From an optimization exercise on the open Yosys and OpenROAD flow, aimed at small area, a short achievable clock period and few clock cycles per item; shortcuts taken in it are not production practice. Where RTL was checked, it was by simulation tests only, not by an equivalence proof against the original.

==> job 2862: inputs <==
Design clamped_pid_controller, start of the top module:
module clamped_pid_controller #(
    parameter int GAIN_FRAC_BITS = 16
) (
    input  logic                                i_clk,
    input  logic                                i_rst_n,
    input  logic                                i_cfg_we,
    input  logic [cpid_pkg::CFG_IDX_W-1:0]      i_cfg_idx,
    input  logic [cpid_pkg::CFG_DATA_W-1:0]     i_cfg_data,
    input  logic                                i_valid,
    output logic                                o_stall,
    input  logic signed [cpid_pkg::SAMPLE_W-1:0] i_setpoint,
    input  logic signed [cpid_pkg::SAMPLE_W-1:0] i_measured,
    input  logic                                i_clear_integ,
    output logic                                o_valid,
    input  logic                                i_stall,
    output logic signed [cpid_pkg::DRIVE_W-1:0] o_drive,
    output logic                                o_clamped
);
    localparam int QN = 6;               
    localparam int QS = QN - 1;          
    localparam int WI = 38;              
    localparam int WP = 40;              
    cpid_pkg::t_cfg w_cfg;
    cpid_cfg u_cfg (
        .i_clk      (i_clk),
        .i_rst_n    (i_rst_n),
        .i_cfg_we   (i_cfg_we),
        .i_cfg_idx  (i_cfg_idx),
        .i_cfg_data (i_cfg_data),
        .o_cfg      (w_cfg)
    );
    logic       r_stall;
    logic [2:0] r_cnt;
    logic       w_acc;
    logic       w_take;
    logic [2:0] w_cnt;
    assign w_acc  = i_valid && !r_stall;
    assign w_take = o_valid && !i_stall;
  ...
export LEC_CHECK = 0
export ABC_AREA = 1
export CAP_MARGIN = 20
export CORE_MARGIN = 2
export CORE_UTILIZATION = 50
export CTS_BUF_LIST = sky130_fd_sc_hd__clkbuf_4 sky130_fd_sc_hd__clkbuf_8
export SLEW_MARGIN = 20
create_clock -name core_clock -period 10.0 [get_ports {i_clk}]
standard.sh (not shown) runs the stock make flow with config.mk's settings and CLKGATE_MAP_FILE= SYNTH_SCRIPT=/design/flow/synth_recipe.tcl, a recipe that flattens the netlist after the stock synthesis.
==> flow/flow/run.sh <==
#!/bin/bash
set -euo pipefail
bash standard.sh SETUP_SLACK_MARGIN=6 finish > standard_flow.log 2>&1
==> inputs of job 8939, as changes to job 2862 <==
--- a/flow/design.v
+++ b/flow/design.v
@@ -4838,317 +4838,12 @@
     assign p83 = p79 & p77;
     assign g84 = g80 | (p81 & g82);
     assign p85 = p81 & p83;
     assign c86 = (a[0] & c0) | (a[0] & c1) | (c0 & c1);
     assign s = a[23] ^ b[22] ^ (g84 | (p85 & c86));
 endmodule
-module cpid_sign40 (input logic [39:0] a, input logic [39:0] b, input logic c0, input logic c1, output logic s);
-    logic g0;
-    logic p1;
-    logic g2;
-    logic p3;
-    logic g4;
-    logic p5;
-    logic g6;
-    logic p7;
-    logic g8;
-    logic p9;
-    logic g10;
-    logic p11;
-    logic g12;
-    logic p13;
-    logic g14;
-    logic p15;
-    logic g16;
-    logic p17;
-    logic g18;
-    logic p19;
-    logic g20;
-    logic p21;
-    logic g22;
-    logic p23;
-    logic g24;
-    logic p25;
-    logic g26;
-    logic p27;
-    logic g28;
-    logic p29;
-    logic g30;
-    logic p31;
-    logic g32;
-    logic p33;
-    logic g34;
-    logic p35;
-    logic g36;
-    logic p37;
-    logic g38;
-    logic p39;
-    logic g40;
-    logic p41;
-    logic g42;
-    logic p43;
-    logic g44;
-    logic p45;
-    logic g46;
-    logic p47;
-    logic g48;
-    logic p49;
-    logic g50;
-    logic p51;
-    logic g52;
-    logic p53;
-    logic g54;
-    logic p55;
-    logic g56;
-    logic p57;
-    logic g58;
-    logic p59;
-    logic g60;
-    logic p61;
-    logic g62;
-    logic p63;
-    logic g64;
-    logic p65;
-    logic g66;
-    logic p67;
-    logic g68;
-    logic p69;
-    logic g70;
-    logic p71;
-    logic g72;
-    logic p73;
-    logic g74;
-    logic p75;
-    logic g76;
-    logic p77;
-    logic g78;
-    logic p79;
-    logic g80;
-    logic p81;
-    logic g82;
-    logic p83;
-    logic g84;
-    logic p85;
-    logic g86;
-    logic p87;
-    logic g88;
-    logic p89;
-    logic g90;
-    logic p91;
-    logic g92;
-    logic p93;
-    logic g94;
-    logic p95;
-    logic g96;
-    logic p97;
-    logic g98;
-    logic p99;
-    logic g100;
-    logic p101;
-    logic g102;
-    logic p103;
-    logic g104;
-    logic p105;
-    logic g106;
-    logic p107;
-    logic g108;
-    logic p109;
-    logic g110;
-    logic p111;
-    logic g112;
-    logic p113;
-    logic g114;
-    logic p115;
-    logic g116;
-    logic p117;
-    logic g118;
-    logic p119;
-    logic g120;
-    logic p121;
-    logic g122;
-    logic p123;
-    logic g124;
-    logic p125;
-    logic g126;
-    logic p127;
-    logic g128;
-    logic p129;
-    logic g130;
-    logic p131;
-    logic g132;
-    logic p133;
-    logic g134;
-    logic p135;
-    logic g136;
-    logic p137;
-    logic g138;
-    logic p139;
-    logic g140;
-    logic p141;
-    logic g142;
-    logic p143;
-    logic g144;
-    logic p145;
-    logic g146;
-    logic p147;
-    logic g148;
-    logic p149;
-    logic c150;
-    assign g0 = a[1] & b[0];
-    assign p1 = a[1] ^ b[0];
-    assign g2 = a[2] & b[1];
-    assign p3 = a[2] ^ b[1];
-    assign g4 = a[3] & b[2];
-    assign p5 = a[3] ^ b[2];
-    assign g6 = a[4] & b[3];
-    assign p7 = a[4] ^ b[3];
-    assign g8 = a[5] & b[4];
-    assign p9 = a[5] ^ b[4];
-    assign g10 = a[6] & b[5];
-    assign p11 = a[6] ^ b[5];
-    assign g12 = a[7] & b[6];
-    assign p13 = a[7] ^ b[6];
-    assign g14 = a[8] & b[7];
-    assign p15 = a[8] ^ b[7];
-    assign g16 = a[9] & b[8];
-    assign p17 = a[9] ^ b[8];
-    assign g18 = a[10] & b[9];
-    assign p19 = a[10] ^ b[9];
-    assign g20 = a[11] & b[10];
-    assign p21 = a[11] ^ b[10];
-    assign g22 = a[12] & b[11];
-    assign p23 = a[12] ^ b[11];
-    assign g24 = a[13] & b[12];
-    assign p25 = a[13] ^ b[12];
-    assign g26 = a[14] & b[13];
-    assign p27 = a[14] ^ b[13];
-    assign g28 = a[15] & b[14];
-    assign p29 = a[15] ^ b[14];
-    assign g30 = a[16] & b[15];
-    assign p31 = a[16] ^ b[15];
-    assign g32 = a[17] & b[16];
-    assign p33 = a[17] ^ b[16];
-    assign g34 = a[18] & b[17];
-    assign p35 = a[18] ^ b[17];
-    assign g36 = a[19] & b[18];
-    assign p37 = a[19] ^ b[18];
-    assign g38 = a[20] & b[19];
-    assign p39 = a[20] ^ b[19];
-    assign g40 = a[21] & b[20];
-    assign p41 = a[21] ^ b[20];
-    assign g42 = a[22] & b[21];
-    assign p43 = a[22] ^ b[21];
-    assign g44 = a[23] & b[22];
-    assign p45 = a[23] ^ b[22];
-    assign g46 = a[24] & b[23];
-    assign p47 = a[24] ^ b[23];
-    assign g48 = a[25] & b[24];
-    assign p49 = a[25] ^ b[24];
-    assign g50 = a[26] & b[25];
-    assign p51 = a[26] ^ b[25];
-    assign g52 = a[27] & b[26];
-    assign p53 = a[27] ^ b[26];
-    assign g54 = a[28] & b[27];
-    assign p55 = a[28] ^ b[27];
-    assign g56 = a[29] & b[28];
-    assign p57 = a[29] ^ b[28];
-    assign g58 = a[30] & b[29];
-    assign p59 = a[30] ^ b[29];
-    assign g60 = a[31] & b[30];
-    assign p61 = a[31] ^ b[30];
-    assign g62 = a[32] & b[31];
-    assign p63 = a[32] ^ b[31];
-    assign g64 = a[33] & b[32];
-    assign p65 = a[33] ^ b[32];
-    assign g66 = a[34] & b[33];
-    assign p67 = a[34] ^ b[33];
-    assign g68 = a[35] & b[34];
-    assign p69 = a[35] ^ b[34];
-    assign g70 = a[36] & b[35];
-    assign p71 = a[36] ^ b[35];
-    assign g72 = a[37] & b[36];
-    assign p73 = a[37] ^ b[36];
-    assign g74 = a[38] & b[37];
-    assign p75 = a[38] ^ b[37];
-    assign g76 = g2 | (p3 & g0);
-    assign p77 = p3 & p1;
-    assign g78 = g6 | (p7 & g4);
-    assign p79 = p7 & p5;
-    assign g80 = g10 | (p11 & g8);
-    assign p81 = p11 & p9;
-    assign g82 = g14 | (p15 & g12);
-    assign p83 = p15 & p13;
-    assign g84 = g18 | (p19 & g16);
-    assign p85 = p19 & p17;
-    assign g86 = g22 | (p23 & g20);
-    assign p87 = p23 & p21;
-    assign g88 = g26 | (p27 & g24);
-    assign p89 = p27 & p25;
-    assign g90 = g30 | (p31 & g28);
-    assign p91 = p31 & p29;
-    assign g92 = g34 | (p35 & g32);
-    assign p93 = p35 & p33;
-    assign g94 = g38 | (p39 & g36);
-    assign p95 = p39 & p37;
-    assign g96 = g42 | (p43 & g40);
-    assign p97 = p43 & p41;
-    assign g98 = g46 | (p47 & g44);
-    assign p99 = p47 & p45;
-    assign g100 = g50 | (p51 & g48);
-    assign p101 = p51 & p49;
-    assign g102 = g54 | (p55 & g52);
-    assign p103 = p55 & p53;
-    assign g104 = g58 | (p59 & g56);
-    assign p105 = p59 & p57;
-    assign g106 = g62 | (p63 & g60);
-    assign p107 = p63 & p61;
-    assign g108 = g66 | (p67 & g64);
-    assign p109 = p67 & p65;
-    assign g110 = g70 | (p71 & g68);
-    assign p111 = p71 & p69;
-    assign g112 = g74 | (p75 & g72);
-    assign p113 = p75 & p73;
-    assign g114 = g78 | (p79 & g76);
-    assign p115 = p79 & p77;
-    assign g116 = g82 | (p83 & g80);
-    assign p117 = p83 & p81;
-    assign g118 = g86 | (p87 & g84);
-    assign p119 = p87 & p85;
-    assign g120 = g90 | (p91 & g88);
-    assign p121 = p91 & p89;
-    assign g122 = g94 | (p95 & g92);
-    assign p123 = p95 & p93;
-    assign g124 = g98 | (p99 & g96);
-    assign p125 = p99 & p97;
-    assign g126 = g102 | (p103 & g100);
-    assign p127 = p103 & p101;
-    assign g128 = g106 | (p107 & g104);
-    assign p129 = p107 & p105;
-    assign g130 = g110 | (p111 & g108);
-    assign p131 = p111 & p109;
-    assign g132 = g116 | (p117 & g114);
-    assign p133 = p117 & p115;
-    assign g134 = g120 | (p121 & g118);
-    assign p135 = p121 & p119;
-    assign g136 = g124 | (p125 & g122);
-    assign p137 = p125 & p123;
-    assign g138 = g128 | (p129 & g126);
-    assign p139 = p129 & p127;
-    assign g140 = g112 | (p113 & g130);
-    assign p141 = p113 & p131;
-    assign g142 = g134 | (p135 & g132);
-    assign p143 = p135 & p133;
-    assign g144 = g138 | (p139 & g136);
-    assign p145 = p139 & p137;
-    assign g146 = g144 | (p145 & g142);
-    assign p147 = p145 & p143;
-    assign g148 = g140 | (p141 & g146);
-    assign p149 = p141 & p147;
-    assign c150 = (a[0] & c0) | (a[0] & c1) | (c0 & c1);
-    assign s = a[39] ^ b[38] ^ (g148 | (p149 & c150));
-endmodule
 module clamped_pid_controller #(
     parameter int GAIN_FRAC_BITS = 16
 ) (
     input  logic                                i_clk,
     input  logic                                i_rst_n,
     input  logic                                i_cfg_we,
@@ -5376,25 +5071,29 @@
         .s (w_pd)
     );
     always_ff @(posedge i_clk) begin
         r_pd   <= w_pd;
     end
     logic [WP-1:0]  w_iext;
-    logic           w_oneg;
-    logic [15:0]    w_qx, w_qy;
+    logic [WP-1:0]  w_sum;
     logic           w_oc16;
     logic           w_ofnz;
     logic [23:0]    w_ol, w_onl;
     logic [23:0]    w_ogu0, w_ogu1, w_olu0, w_olu1;
     logic           w_ogs, w_ols;
     logic           w_ogt;
     logic           w_olt;
     logic [15:0]    w_otz;
     logic [15:0]    w_drive;
     logic           w_clamped;
     assign w_iext = WP'(r_integ);
+    cpid_add40 u_sum (
+        .a (r_pd),
+        .b (w_iext),
+        .s (w_sum)
+    );
     cpid_carry16 u_oc16 (
         .a  (r_pd[15:0]),
         .b  (w_iext[15:0]),
         .co (w_oc16)
     );
     assign w_ofnz = ((r_pd[15:0] ^ w_iext[15:0]) != {(r_pd[14:0] | w_iext[14:0]), 1'b0});
@@ -5419,26 +5118,16 @@
         .c0 (w_oc16),
         .c1 (1'b0),
         .s  (w_ols)
     );
     assign w_ogt = !w_ogs;
     assign w_olt = w_ols;
-    cpid_sign40 u_oneg (
-        .a  (r_pd),
-        .b  (w_iext[WP-1:1]),
-        .c0 (w_iext[0]),
-        .c1 (1'b0),
-        .s  (w_oneg)
-    );
-    assign w_qx = r_pd[31:16] ^ w_iext[31:16] ^ {15'd0, w_oc16};
-    assign w_qy = {((r_pd[30:16] & w_iext[30:16]) | (r_pd[30:16] & {14'd0, w_oc16})
-                  | (w_iext[30:16] & {14'd0, w_oc16})), 1'b0};
     cpid_add16 u_otz (
-        .a  (w_qx),
-        .b  (w_qy),
-        .ci (w_oneg && w_ofnz),
+        .a  (w_sum[31:16]),
+        .b  (16'd0),
+        .ci (w_sum[WP-1] && w_ofnz),
         .s  (w_otz)
     );
     always_comb begin
         if (w_ogt) begin
             w_drive   = 16'(w_cfg.out_limit);
             w_clamped = 1'b1;
==> flow/flow/run.sh (replaced) <==
#!/bin/bash
set -euo pipefail
bash standard.sh SETUP_SLACK_MARGIN=6.4 finish > standard_flow.log 2>&1
==> summary.txt <==
metric	job 2862	job 8939
Setup slack, reg-to-reg	5.61 ns	5.60 ns
Wire length on met1	65900 um	67900 um
Sum of net half-perimeters after detailed placement	120000 um	118000 um
Area of the mapped netlist	0.0514 sq mm	0.0514 sq mm
Result of the run	timing/DRC/antenna clean	timing/DRC/antenna clean
Detail Route met3 WL	14600 um	16400 um
Post-synthesis cell type count	53	59
Endpoint arrival time on the critical path	4.93 ns	4.92 ns
Maximum fanout along the worst path	4	5
Vias in the first global route	40555	40828
WL met2	75600 um	78000 um
Testbench counts of job 8939, summed over its fixed seeds: cycles 12,040, items 12,000.
No functional check of the RTL was part of job 2862.


==> trial 77 <==
clamped_pid_controller, a different RTL version from the one above (not shown whole).
Settings: LEC_CHECK=0, ABC_AREA=1, CAP_MARGIN=20, CORE_MARGIN=2, CORE_UTILIZATION=50, SETUP_SLACK_MARGIN=5, SLEW_MARGIN=20; clock period 10.0 ns.
run.sh (not shown) runs the stock make flow with config.mk's settings and CLKGATE_MAP_FILE= SYNTH_SCRIPT=/design/flow/synth_recipe.tcl, a recipe that flattens the netlist after the stock synthesis.
Stock flow here: none of the scripts above is used.
==> inputs of trial 19, as changes to trial 77 <==
--- a/flow/design.v
+++ b/flow/design.v
@@ -4335,14 +4335,15 @@
         end
     end
     always_ff @(posedge i_clk) begin
         r_derr <= w_derr;
         r_clr1 <= i_clear_integ;
     end
     logic            r_v2;
+    logic            r_clr2;
     logic [WI-1:0]   r_is0, r_is1;
     logic [WP-1:0]   r_pd0, r_pd1;
     logic [WI-1:0]   w_is0, w_is1;
     logic [WP-1:0]   w_pd0, w_pd1;
     cpid_trees u_trees (
         .i_kp   (w_cfg.prop_gain),
         .i_ki   (w_cfg.integ_gain),
@@ -4355,32 +4356,32 @@
         .o_pd1  (w_pd1)
     );
     always_ff @(posedge i_clk) begin
         if (!i_rst_n) r_v2 <= 1'b0;
         else          r_v2 <= r_v1;
     end
     always_ff @(posedge i_clk) begin
+        r_clr2 <= r_clr1;
         r_is0  <= w_is0;
         r_is1  <= w_is1;
         r_pd0  <= w_pd0;
         r_pd1  <= w_pd1;
     end
     logic               r_v3;
-    logic signed [31:0] r_integ;     
-    logic signed [31:0] r_iout;      
+    logic signed [31:0] r_integ;
     logic [WP-1:0]      r_pd;
     logic [WI-1:0]      w_base;
     logic [WI-1:0]      w_isum;
     logic signed [WI-17:0] w_ihi;
     logic               w_ifnz;
     logic               w_igt;
     logic               w_ilt;
     logic signed [31:0] w_ilim;
     logic signed [31:0] w_integ;
-    assign w_base = WI'(r_integ);
+    assign w_base = r_clr2 ? '0 : WI'(r_integ);
     logic [WI-1:0]      w_cs0, w_cs1;
     assign w_cs0  = w_base ^ r_is0 ^ r_is1;
     assign w_cs1  = (w_base & r_is0) | (w_base & r_is1) | (r_is0 & r_is1);
     cpid_add38 u_isum (
         .a (w_cs0),
         .b ({w_cs1[WI-2:0], 1'b0}),
         .s (w_isum)
@@ -4398,21 +4399,17 @@
     end
     always_ff @(posedge i_clk) begin
         if (!i_rst_n) begin
             r_v3    <= 1'b0;
             r_integ <= '0;
         end else begin
             r_v3 <= r_v2;
-            if (r_v1 && r_clr1) r_integ <= '0;
-            else if (r_v2)      r_integ <= w_integ;
+            if (r_v2) r_integ <= w_integ;
         end
     end
-    always_ff @(posedge i_clk) begin
-        r_iout <= w_integ;
-    end
     logic [WP-1:0] w_pd;
     cpid_add40 u_pd (
         .a (r_pd0),
         .b (r_pd1),
         .s (w_pd)
     );
     always_ff @(posedge i_clk) begin
@@ -4423,15 +4420,15 @@
     logic                  w_ofnz;
     logic                  w_ogt;
     logic                  w_olt;
     logic [15:0]           w_drive;
     logic                  w_clamped;
     cpid_add40 u_sum (
         .a (r_pd),
-        .b (WP'(r_iout)),
+        .b (WP'(r_integ)),
         .s (w_sum)
     );
     assign w_ohi  = w_sum[WP-1:16];
     assign w_ofnz = (w_sum[15:0] != '0);
     assign w_ogt  = (w_ohi > $signed({1'b0, w_cfg.out_limit}))
                  || ((w_ohi == $signed({1'b0, w_cfg.out_limit})) && w_ofnz);
     assign w_olt  = (w_ohi < -$signed({1'b0, w_cfg.out_limit}));
- SETUP_SLACK_MARGIN: 5 -> default
==> inputs of build 44, as changes to trial 77 <==
--- a/flow/design.v
+++ b/flow/design.v
@@ -4335,14 +4335,15 @@
         end
     end
     always_ff @(posedge i_clk) begin
         r_derr <= w_derr;
         r_clr1 <= i_clear_integ;
     end
     logic            r_v2;
+    logic            r_clr2;
     logic [WI-1:0]   r_is0, r_is1;
     logic [WP-1:0]   r_pd0, r_pd1;
     logic [WI-1:0]   w_is0, w_is1;
     logic [WP-1:0]   w_pd0, w_pd1;
     cpid_trees u_trees (
         .i_kp   (w_cfg.prop_gain),
         .i_ki   (w_cfg.integ_gain),
@@ -4355,32 +4356,32 @@
         .o_pd1  (w_pd1)
     );
     always_ff @(posedge i_clk) begin
         if (!i_rst_n) r_v2 <= 1'b0;
         else          r_v2 <= r_v1;
     end
     always_ff @(posedge i_clk) begin
+        r_clr2 <= r_clr1;
         r_is0  <= w_is0;
         r_is1  <= w_is1;
         r_pd0  <= w_pd0;
         r_pd1  <= w_pd1;
     end
     logic               r_v3;
-    logic signed [31:0] r_integ;     
-    logic signed [31:0] r_iout;      
+    logic signed [31:0] r_integ;
     logic [WP-1:0]      r_pd;
     logic [WI-1:0]      w_base;
     logic [WI-1:0]      w_isum;
     logic signed [WI-17:0] w_ihi;
     logic               w_ifnz;
     logic               w_igt;
     logic               w_ilt;
     logic signed [31:0] w_ilim;
     logic signed [31:0] w_integ;
-    assign w_base = WI'(r_integ);
+    assign w_base = r_clr2 ? '0 : WI'(r_integ);
     logic [WI-1:0]      w_cs0, w_cs1;
     assign w_cs0  = w_base ^ r_is0 ^ r_is1;
     assign w_cs1  = (w_base & r_is0) | (w_base & r_is1) | (r_is0 & r_is1);
     cpid_add38 u_isum (
         .a (w_cs0),
         .b ({w_cs1[WI-2:0], 1'b0}),
         .s (w_isum)
@@ -4398,21 +4399,17 @@
     end
     always_ff @(posedge i_clk) begin
         if (!i_rst_n) begin
             r_v3    <= 1'b0;
             r_integ <= '0;
         end else begin
             r_v3 <= r_v2;
-            if (r_v1 && r_clr1) r_integ <= '0;
-            else if (r_v2)      r_integ <= w_integ;
+            if (r_v2) r_integ <= w_integ;
         end
     end
-    always_ff @(posedge i_clk) begin
-        r_iout <= w_integ;
-    end
     logic [WP-1:0] w_pd;
     cpid_add40 u_pd (
         .a (r_pd0),
         .b (r_pd1),
         .s (w_pd)
     );
     always_ff @(posedge i_clk) begin
@@ -4423,15 +4420,15 @@
     logic                  w_ofnz;
     logic                  w_ogt;
     logic                  w_olt;
     logic [15:0]           w_drive;
     logic                  w_clamped;
     cpid_add40 u_sum (
         .a (r_pd),
-        .b (WP'(r_iout)),
+        .b (WP'(r_integ)),
         .s (w_sum)
     );
     assign w_ohi  = w_sum[WP-1:16];
     assign w_ofnz = (w_sum[15:0] != '0);
     assign w_ogt  = (w_ohi > $signed({1'b0, w_cfg.out_limit}))
                  || ((w_ohi == $signed({1'b0, w_cfg.out_limit})) && w_ofnz);
     assign w_olt  = (w_ohi < -$signed({1'b0, w_cfg.out_limit}));
==> flow_metrics.py <==
metrics = {
    "outcome": {
        "status": "complete, no violations",
    },
    "layout": {
        "seqCellArea_mm2": 0.01080,
        "num-clock-buffers": 77,
        "drive_gt1_share_pct": 5.190,
    },
    "placement": {
        "place_congestion": 0.9796,
        "dpl_cell_area_mm2": 0.04699,
    },
    "routing": {
        "m1WireLength_mm": 61.35,
    },
    "grt": {
        "grt_pass1_wl_mm": 221.9,
        "met2_usage_pct": 47.93,
    },
    "setup_path": {
        "r2r_start": "r_clr2",
        "critPathMaxStageDelay_ns": 0.49,
        "worstSetupEndpoint": "r_integ[31]",
        "critical_path.slowest_cell": "fa_1",
    },
    "yosys": {
        "netlist_area_mm2": 0.04519,
        "synth_area_leaders": "fa_1 26%, dfxtp_1 12%, edfxtp_1 12%, xor2_1 11%, ha_1 7.9%",
    },
    "cts": {
        "cts_sinks": 452,
    },
}
# the run above: trial 19

==> flow_metrics.py <==
metrics = {
    "layout": {
        "seqCellArea_mm2": 0.01147,
        "num-clock-buffers": 75,
        "drive_gt1_share_pct": 10.46,
    },
    "setup_path": {
        "critPathMaxStageDelay_ns": 0.75,
        "worstSetupEndpoint": "r_pd0[30]",
        "r2r_start": "r_err[11]",
    },
    "placement": {
        "dpl_cell_area_mm2": 0.04735,
        "place_congestion": 0.9923,
    },
    "outcome": {
        "status": "complete, no violations",
    },
    "routing": {
        "m1WireLength_mm": 60.87,
    },
    "yosys": {
        "netlist_area_mm2": 0.04563,
        "synth_area_leaders": "fa_1 26%, dfxtp_1 14%, edfxtp_1 12%, xor2_1 11%, ha_1 7.8%",
    },
    "cts": {
        "cts_sinks": 483,
    },
}
# the run above: trial 77

==> flow_metrics.py <==
metrics = {
    "outcome": {
        "status": "complete, no violations",
    },
    "layout": {
        "drive_gt1_share_pct": 11.26,
        "seqCellArea_mm2": 0.01087,
        "num-clock-buffers": 70,
    },
    "cts": {
        "cts_sinks": 452,
    },
    "hold_path": {
        "hp-class": "flop to flop",
    },
    "sta": {
        "fin_crit_ns": 5.010,
    },
    "yosys": {
        "netlist_area_mm2": 0.04519,
        "synth_area_leaders": "fa_1 26%, dfxtp_1 12%, edfxtp_1 12%, xor2_1 11%, ha_1 7.9%",
    },
    "grt": {
        "met2_usage_pct": 50.69,
        "grt_pass1_wl_mm": 227.6,
    },
    "setup_path": {
        "r2r_start": "r_clr2",
        "critPathMaxStageDelay_ns": 0.52,
        "critical_path.slowest_cell": "fa_1",
    },
    "placement": {
        "dpl_cell_area_mm2": 0.04702,
        "place_congestion": 0.9685,
    },
    "routing": {
        "m1WireLength_mm": 61.64,
    },
}
# the run above: build 44

Testbench counts of trial 19, summed over its fixed seeds: cycles 12,032, items 12,000.
Testbench counts of build 44, summed over its fixed seeds: cycles 12,032, items 12,000.
No functional check of the RTL was part of trial 77.

what the ideal ports hide:
Ports are ideal in the flow. The routed layouts listed here were re-timed in OpenROAD. Step 1 sets driving cells, clkbuf_16 on the clock port and buf_2 on the other inputs (assumed; they add their load-dependent delay and slew). Step 2 times the ports against the registers' clock, not the clock port: input delays grow and output delays shrink by t, the midpoint of the rising clock arrivals with the driver on. Three values: no drivers, after step 1, after step 2; two values: the first two.
run | shift t [ns] | slack for setup (ns) | worst data-port slew with drivers (ns)
job 2862 | 0.854 | 5.610 / 5.610 / 5.353 | 0.06
job 8939 | 0.847 | 5.602 / 5.602 / 5.602 | 0.06
trial 77 | 0.738 | 5.055 / 5.055 / 4.473 | 0.07
trial 19 | 0.728 | 3.591 / 3.591 / 3.591 | 0.07
build 44 | 0.694 | 4.990 / 4.990 / 4.627 | 0.06
After both steps every run listed still meets setup and hold. The setup slack of trial 77, which loses most, moves by 0.000 ns with the drivers and by -0.582 ns with both steps.
